What follows belongs to an exercise in optimizing a design on an open flow for small area; a production flow would make more cautious choices. The RTL was checked by simulation tests, not by an equivalence proof against the original design. Power figures rest on the tool's default switching activity, not on a simulated workload.

## design/flow/design.v

```verilog
module dds_multichannel_avalon #(
   parameter int unsigned N_CH      = 4,
   parameter int unsigned INC_WIDTH = 32,
   parameter int unsigned PHASE_W   = 14,
   parameter int unsigned DWELL_W   = 16,
   parameter int unsigned ADDR_W    = 5
) (
   input  logic                      i_clk,
   input  logic                      i_rst_n,
   input  logic                      chipselect,
   input  logic                      write,
   input  logic                      read,
   input  logic [ADDR_W-1:0]         address,
   input  logic [31:0]               writedata,
   output logic [31:0]               readdata,
   output logic [N_CH*PHASE_W-1:0]   o_phase,
   output logic [N_CH-1:0]           o_valid,
   output logic                      o_irq
);
   localparam int unsigned CH_W = ADDR_W - 3;
   localparam int unsigned IW   = INC_WIDTH;
   logic [2:0]      reg_sel;
   logic [CH_W-1:0] ch_sel;
   logic            wr_en, rd_en, cmd_wr;
   logic [N_CH-1:0] hit, commit, clear;
   logic [31:0]     rd_val;
   logic init_q;
   logic [4:0]         ctrl_sh [N_CH];
   logic [IW-1:0]      inc_sh  [N_CH];
   logic [IW-1:0]      ofs_sh  [N_CH];
   logic [IW-1:0]      step_sh [N_CH];
   logic [IW-1:0]      lim_sh  [N_CH];
   logic [DWELL_W-1:0] dwell_sh[N_CH];
   logic [N_CH-1:0]    en_q;
   logic [N_CH-1:0]    dir_q, auto_q, irqen_q;
   logic [IW-1:0]      start_q [N_CH];
   logic [IW-1:0]      ofs_q   [N_CH];
   logic [IW-1:0]      step_q  [N_CH];
   logic [IW-1:0]      lim_q   [N_CH];
   logic [DWELL_W-1:0] dwell_q [N_CH];
   logic [IW-1:0]      acc_q   [N_CH];
   logic [PHASE_W-1:0] phase_q [N_CH];
   logic [IW-1:0]      cur_q   [N_CH];
   logic [DWELL_W-1:0] cnt_q   [N_CH];
   logic [N_CH-1:0]    dwell_st_q, done_q;
   assign reg_sel = address[2:0];
   assign ch_sel  = address[ADDR_W-1:3];
   assign wr_en   = chipselect & write;
   assign rd_en   = chipselect & read;
   assign cmd_wr  = wr_en & (reg_sel == 3'd7) & (|hit);
   always_comb begin
      hit    = '0;
      commit = '0;
      clear  = '0;
      for (int k = 0; k < N_CH; k++) begin
         hit[k]    = (ch_sel == CH_W'(k));
         commit[k] = cmd_wr & (writedata[2] | (hit[k] & writedata[0]));
         clear[k]  = cmd_wr & writedata[1] & (writedata[2] | hit[k]);
      end
   end
   always_comb begin
      rd_val = '0;
      for (int k = 0; k < N_CH; k++) begin
         if (hit[k]) begin
            case (reg_sel)
               3'd0: rd_val = 32'(ctrl_sh[k]);
               3'd1: rd_val = init_q ? 32'(inc_sh[k])   : '0;
               3'd2: rd_val = init_q ? 32'(ofs_sh[k])   : '0;
               3'd3: rd_val = init_q ? 32'(step_sh[k])  : '0;
               3'd4: rd_val = init_q ? 32'(lim_sh[k])   : '0;
               3'd5: rd_val = init_q ? 32'(dwell_sh[k]) : '0;
               3'd6: rd_val = init_q ? 32'(cur_q[k])    : '0;
               3'd7: rd_val = {29'd0, done_q[k], dwell_st_q[k], en_q[k]};
            endcase
         end
      end
   end
   always_ff @(posedge i_clk or negedge i_rst_n) begin
      if (!i_rst_n) begin
         init_q     <= 1'b0;
         readdata   <= '0;
         en_q       <= '0;
         dwell_st_q <= '0;
         done_q     <= '0;
         for (int k = 0; k < N_CH; k++) begin
            ctrl_sh[k] <= '0;
            phase_q[k] <= '0;
         end
      end else begin
         init_q <= 1'b1;
         if (rd_en) readdata <= rd_val;
         for (int k = 0; k < N_CH; k++) begin
            if (wr_en && hit[k] && reg_sel == 3'd0) ctrl_sh[k] <= writedata[4:0];
            if (en_q[k]) phase_q[k] <= PHASE_W'((acc_q[k] + ofs_q[k]) >> (IW - PHASE_W));
         end
         for (int k = 0; k < N_CH; k++) begin
            if (commit[k]) begin
               en_q[k]       <= ctrl_sh[k][0];
               dwell_st_q[k] <= ctrl_sh[k][0] & ctrl_sh[k][1];
               done_q[k]     <= 1'b0;
            end else if (tick[k]) begin
               if (over[k]) begin
                  done_q[k] <= 1'b1;
                  if (!auto_q[k]) dwell_st_q[k] <= 1'b0;
               end
            end
         end
      end
   end
   logic [IW:0]     nxt  [N_CH];
   logic [N_CH-1:0] over, tick;
   always_comb begin
      for (int k = 0; k < N_CH; k++) begin
         nxt[k]  = dir_q[k] ? ({1'b0, cur_q[k]} - {1'b0, step_q[k]})
                            : ({1'b0, cur_q[k]} + {1'b0, step_q[k]});
         over[k] = dir_q[k] ? (nxt[k][IW] || (nxt[k][IW-1:0] < lim_q[k]))
                            : (nxt[k] > {1'b0, lim_q[k]});
         tick[k] = dwell_st_q[k] && cnt_q[k] == dwell_q[k] && step_q[k] != '0;
      end
   end
   always_ff @(posedge i_clk) begin
      for (int k = 0; k < N_CH; k++) begin
         if (wr_en && hit[k]) begin
            case (reg_sel)
               3'd1:    inc_sh[k]   <= writedata[IW-1:0];
               3'd2:    ofs_sh[k]   <= writedata[IW-1:0];
               3'd3:    step_sh[k]  <= writedata[IW-1:0];
               3'd4:    lim_sh[k]   <= writedata[IW-1:0];
               3'd5:    dwell_sh[k] <= writedata[DWELL_W-1:0];
               default: ;
            endcase
         end
         if (!init_q) begin
            if (!(wr_en && hit[k] && reg_sel == 3'd1)) inc_sh[k]   <= '0;
            if (!(wr_en && hit[k] && reg_sel == 3'd2)) ofs_sh[k]   <= '0;
            if (!(wr_en && hit[k] && reg_sel == 3'd3)) step_sh[k]  <= '0;
            if (!(wr_en && hit[k] && reg_sel == 3'd4)) lim_sh[k]   <= '0;
            if (!(wr_en && hit[k] && reg_sel == 3'd5)) dwell_sh[k] <= '0;
         end
         if (commit[k]) begin
            dir_q[k]   <= ctrl_sh[k][2];
            auto_q[k]  <= ctrl_sh[k][3];
            irqen_q[k] <= ctrl_sh[k][4];
            start_q[k] <= inc_sh[k];
            ofs_q[k]   <= ofs_sh[k];
            step_q[k]  <= step_sh[k];
            lim_q[k]   <= lim_sh[k];
            dwell_q[k] <= dwell_sh[k];
         end
         if (commit[k] || cnt_q[k] == dwell_q[k]) cnt_q[k] <= '0;
         else cnt_q[k] <= cnt_q[k] + 1'b1;
         if (clear[k] || !init_q) acc_q[k] <= '0;
         else if (en_q[k]) acc_q[k] <= acc_q[k] + cur_q[k];
         if (!init_q) begin
            cur_q[k] <= '0;
         end else if (commit[k]) begin
            cur_q[k] <= inc_sh[k];
         end else if (tick[k]) begin
            if (!over[k])
               cur_q[k] <= nxt[k][IW-1:0];
            else if (auto_q[k])
               cur_q[k] <= start_q[k];
            else
               cur_q[k] <= lim_q[k];
         end
      end
   end
   always_comb begin
      o_phase = '0;
      o_valid = '0;
      o_irq   = 1'b0;
      for (int k = 0; k < N_CH; k++) begin
         o_phase[k*PHASE_W +: PHASE_W] = phase_q[k];
         o_valid[k] = en_q[k];
         o_irq      = o_irq | (done_q[k] & irqen_q[k]);
      end
   end
endmodule
```

## design/flow/run.sh

```bash
#!/bin/bash
# synth_recipe.tcl (not shown) runs the flow's synth.tcl, then flattens the netlist and writes it again
# the make line also repeats each setting of config.mk as NAME=value (left out here)
make -C /OpenROAD-flow-scripts/flow DESIGN_CONFIG=/design/flow/config.mk WORK_HOME=/design/flow/orfs CLKGATE_MAP_FILE= SYNTH_SCRIPT=/design/flow/synth_recipe.tcl finish
```

## design/flow/config.mk

```make
export PLATFORM = sky130hd
export DESIGN_NAME = dds_multichannel_avalon
export DESIGN_NICKNAME = dds_multichannel_avalon
export VERILOG_FILES = /design/flow/design.v
export SDC_FILE = /design/flow/constraint.sdc
export NUM_CORES = 4
export LEC_CHECK = 0
export CAP_MARGIN = 20
export CORE_MARGIN = 2
export CORE_UTILIZATION = 40
export SLEW_MARGIN = 20
```

## design/flow/constraint.sdc

```tcl
create_clock -name core_clock -period 8.0 [get_ports {i_clk}]
set_input_delay 1.6000 -clock core_clock [delete_from_list [all_inputs] [get_ports {i_clk}]]
set_output_delay 1.6000 -clock core_clock [all_outputs]
set_load 0.01 [all_outputs]
```

==> impl_results.md <==
- Post-DP Area: 89400 um^2
- Post-Layout Inst Area: 95600 um^2
- Maximum number of pins on one net before global-route repair: 189
- Synthesized cell area: 84800 um^2
- Routed vias: 72100
- Synthesis Warnings: 17
- Asr flop ratio synth: under 10%
- Share of cells above drive strength 1: 7.74%
- Clock slew at reported path FFs: approximately 0.070 ns
- Relative slew slack: 18.1%
- Top FF cell, synth: dfxtp_1
- Crit Path Class: reg2reg
- WP data required: a little under 9 ns
- Yosys reg bits: 1605
- Tmin final: approximately 7.6 ns
- Worst VDD drop: 0.000229 V
- DRC Markers: 0
- Per-cell routed wire length: 26.7 um
- Clock latency at the later pin of the worst-skew pair: 0.86 ns
- RSZ-0062 raised after global routing: no
- Met2 routed WL: 144000 um
- Final hold vios: 0
- Final period util: 95.1%
- Pwr Density: 203 nW/um^2
- Top routing layer used: met5
- Design Power: 19.4 mW
- Fin Setup TNS: 0 ns
- Drt first pass iters: 6
- Wl on met1: 133000 um
- Initial drt markers: 7784
- Skew final: about 0.064 ns
- Core area: 211000 um^2
- Sequential fraction of the synthesis area: 45.5%
- Status: finished clean
- Fin util: between 40% and 50%
- Post-synthesis to final-layout area growth: 12.8%
- Initial antenna violation count: 30
- Hold WC Path Type: reg2reg
- # placed instances: ~12000
- First-pass GRT wire length: 468000 um
- Hpwl dp: 226000 um
- Vias per cell: 5.91
- Min setup slack post-route: 0.390 ns
- IO Pins: 135
- Final GP Congestion: about 0.97
- GRT Util Overall: 29.2%
- Fin Hold WS: 0.448 ns
- Site Rows: 169
- Fmax: approximately 0.13 GHz
- H-tree levels: 4
- Signal arrival time at the worst endpoint: 8.30 ns
- Crit path launch type: flop
- Initial Util: 40.1%
- Detail Route Antenna Nets: 0
- Vias in the first global route: between 60000 and 70000
- Finished Layout Cells: roughly 12000
- WL final: between 300000 and 400000 um
- CTS Hold Bufs: 0
- Port bufs: 134
- Tightest Pin Transition: 1.23 ns
- # setup viols final: 0
- Clock buffer depth: 3
- Die W: roughly 460 um
- Worst Path Max Fanout: 14
- Leakage: 37.0 nW
- Post-Syn Instances: 9240
- Clk sink count: ~1600
- Library cells used by synthesis: 95
- Die Span Y: between 400 and 500 um
- Post-synth EDFFs: about 590
- Clk root buf: clkbuf_16
- Syn Area/Cell: about 9 um^2
- Max-slew violation count: 0
- CP endpoint kind: flop
- Num CTS Buffers: 178
- Syn Nets: slightly below 10000
- Full die area: 216000 um^2
- MaxCap Viol Count: 0
- Met3 WL post-DR: 26900 um
- CTS tree: yes
- Place WS: 0.526 ns
- Final #Nets: 9757
- Global route overflow: 0
Yosys cell counts, drive strengths merged (47+ instances only):
| cell type | number | share of area, % |
|---|---|---|
| o211ai | 62 | 0.65 |
| mux2i | 243 | 2.9 |
| nand3 | 152 | 0.90 |
| dfxtp | 896 | 21 |
| xnor2 | 395 | 4.1 |
| nand2 | 1603 | 7.1 |
| nand2b | 47 | 0.35 |
| a31oi | 85 | 0.63 |
| dfrtp | 121 | 3.6 |
| inv | 265 | 1.2 |
| mux2 | 97 | 1.3 |
| and3 | 96 | 0.71 |
| buf | 65 | 0.36 |
| ha | 508 | 7.5 |
| a221oi | 75 | 0.77 |
| nor2b | 72 | 0.53 |
| a21o | 180 | 1.6 |
| nand4 | 84 | 0.62 |
| a22oi | 185 | 1.6 |
| o21ai | 1000 | 6.0 |
| o21a | 56 | 0.50 |
| nor2 | 534 | 2.4 |
| a21oi | 469 | 2.8 |
| a211oi | 97 | 0.86 |
| nor3 | 165 | 0.98 |
| clkbuf | 475 | 2.1 |
| edfxtp | 588 | 21 |
| o22ai | 57 | 0.42 |
| xor2 | 117 | 1.2 |
metal layers:
metal  track usage (%)  up-vias
met4              16.6        8
met2              45.6     3251
met1              37.7    35000
met5                 0        -
li1                  -    33100
met3              5.53      724
path summary, 6_finish.rpt:
kind	from	to	slack, ns	cells past startpoint
setup / recovery	step_q[3][5]	cur_q[3][10]	0.39	25
hold / removal	lim_sh[2][9]	lim_q[2][9]	0.45	0
setup reg to reg	step_q[3][5]	cur_q[3][10]	0.39	25
hold reg to reg	lim_sh[2][9]	lim_q[2][9]	0.45	0
max in group asynchronous	i_rst_n	en_q[1]	5.98	2
min in group asynchronous	i_rst_n	phase_q[2][4]	0.80	1
state kept, by name, summed over array words and instances, names as in the netlist, 20 cells and up:
signal and cells:
step_q 128, ofs_q 128, inc_sh 128, cnt_q 64, lim_sh 128, dwell_q 64
step_sh 128, readdata 32, acc_q 128, lim_q 128, phase_q 56, start_q 128
dwell_sh 64, cur_q 128, ofs_sh 128, ctrl_sh 20
kinds of logic after synthesis:
group | synth area share (%)
AND/OR/NAND/NOR | 15.0
AO/OA/AOI/OAI | 18.7
flip-flops | 45.5
buffers and inverters | 3.64
adder cells (fa/ha/maj) | 7.68
XOR/XNOR | 5.29
multiplexers | 4.21
other | 0.00442
critical path: stages (launching register included):
cell,delay [ns]
edfxtp_1,0.42
or4_1,0.61
nor4_1,0.64
nand2_1,0.11
nor2_1,0.25
and3_1,0.32
a21oi_1,0.12
xnor2_1,0.14
ha_1,0.35
a21o_1,0.20
a21oi_1,0.18
nor2b_1,0.10
o21bai_1,0.17
or3_1,0.40
a221oi_1,0.40
xnor2_1,0.21
ha_1,0.31
a211oi_1,0.27
nand2_1,0.13
o41ai_1,0.34
o21bai_1,0.14
a211o_1,0.34
mux2i_4,0.49
buf_4,0.42
mux2i_1,0.25
o22ai_1,0.10
power breakdown:
part	leakage [nW]	internal, mW	switching [mW]
registers	14.2	8.72	0.339
logic	19.8	0.736	1.10
clock network	2.96	4.84	3.69
final cells by class:
cell class / instances / area [um^2]
clock buffers: 257 / 5130
well taps: 2821 / 3530
diodes: 12 / 30.0
inverters: 267 / 1020
flip-flops and latches: 1605 / 38600
repair buffers: 318 / 2920
fillers: 20100 / 116000
clock inverters: 81 / 947
multi-input cells: 6829 / 43400
timing repair:
item / 4_1_cts / 5_1_grt
resized for setup: 0 / 3
buffers inserted: 0 / 0
setup endpoints to repair: 0 / 25
cells in the final DEF (no fill, tap or decap), drive strengths merged, types with 117 or more instances in the layout:
cell type      synthesis  final
ha                   508    508
clkdlybuf4s50          0    120
clkbuf               475    259
xor2                 117    117
edfxtp               588    588
dfrtp                121    121
a21oi                469    469
o21ai               1000   1000
dfxtp                896    896
mux2i                243    243
a21o                 180    180
inv                  265    272
nand3                152    152
xnor2                395    395
nor3                 165    165
nor2                 534    534
buf                   65    196
nand2               1603   1603
a22oi                185    185

## static timing again, ports no longer ideal
In the flow no input, the clock included, has a driving cell. The finished layout below was timed again as built, in two steps. Step 1 sets driving cells, clkbuf_16 on the clock port and buf_2 on the other inputs (assumed; they add their load-dependent delay and slew). Step 2 also shifts input and output timing later by t, the mid clock arrival at the registers, as if the neighbouring blocks saw the same clock. a / b / c = ideal ports / drivers / drivers and shift; a / b = the first two.
t, ns: 0.920
slack for setup (ns): 0.390 / 0.390 / 0.390
hold slack, ns: 0.448 / 0.448 / 0.448
cell pins on the clock port's net: 1
After both steps setup and hold are still met in this run. For this run, drivers alone change the setup slack by 0.000 ns; drivers and shift together by 0.000 ns.
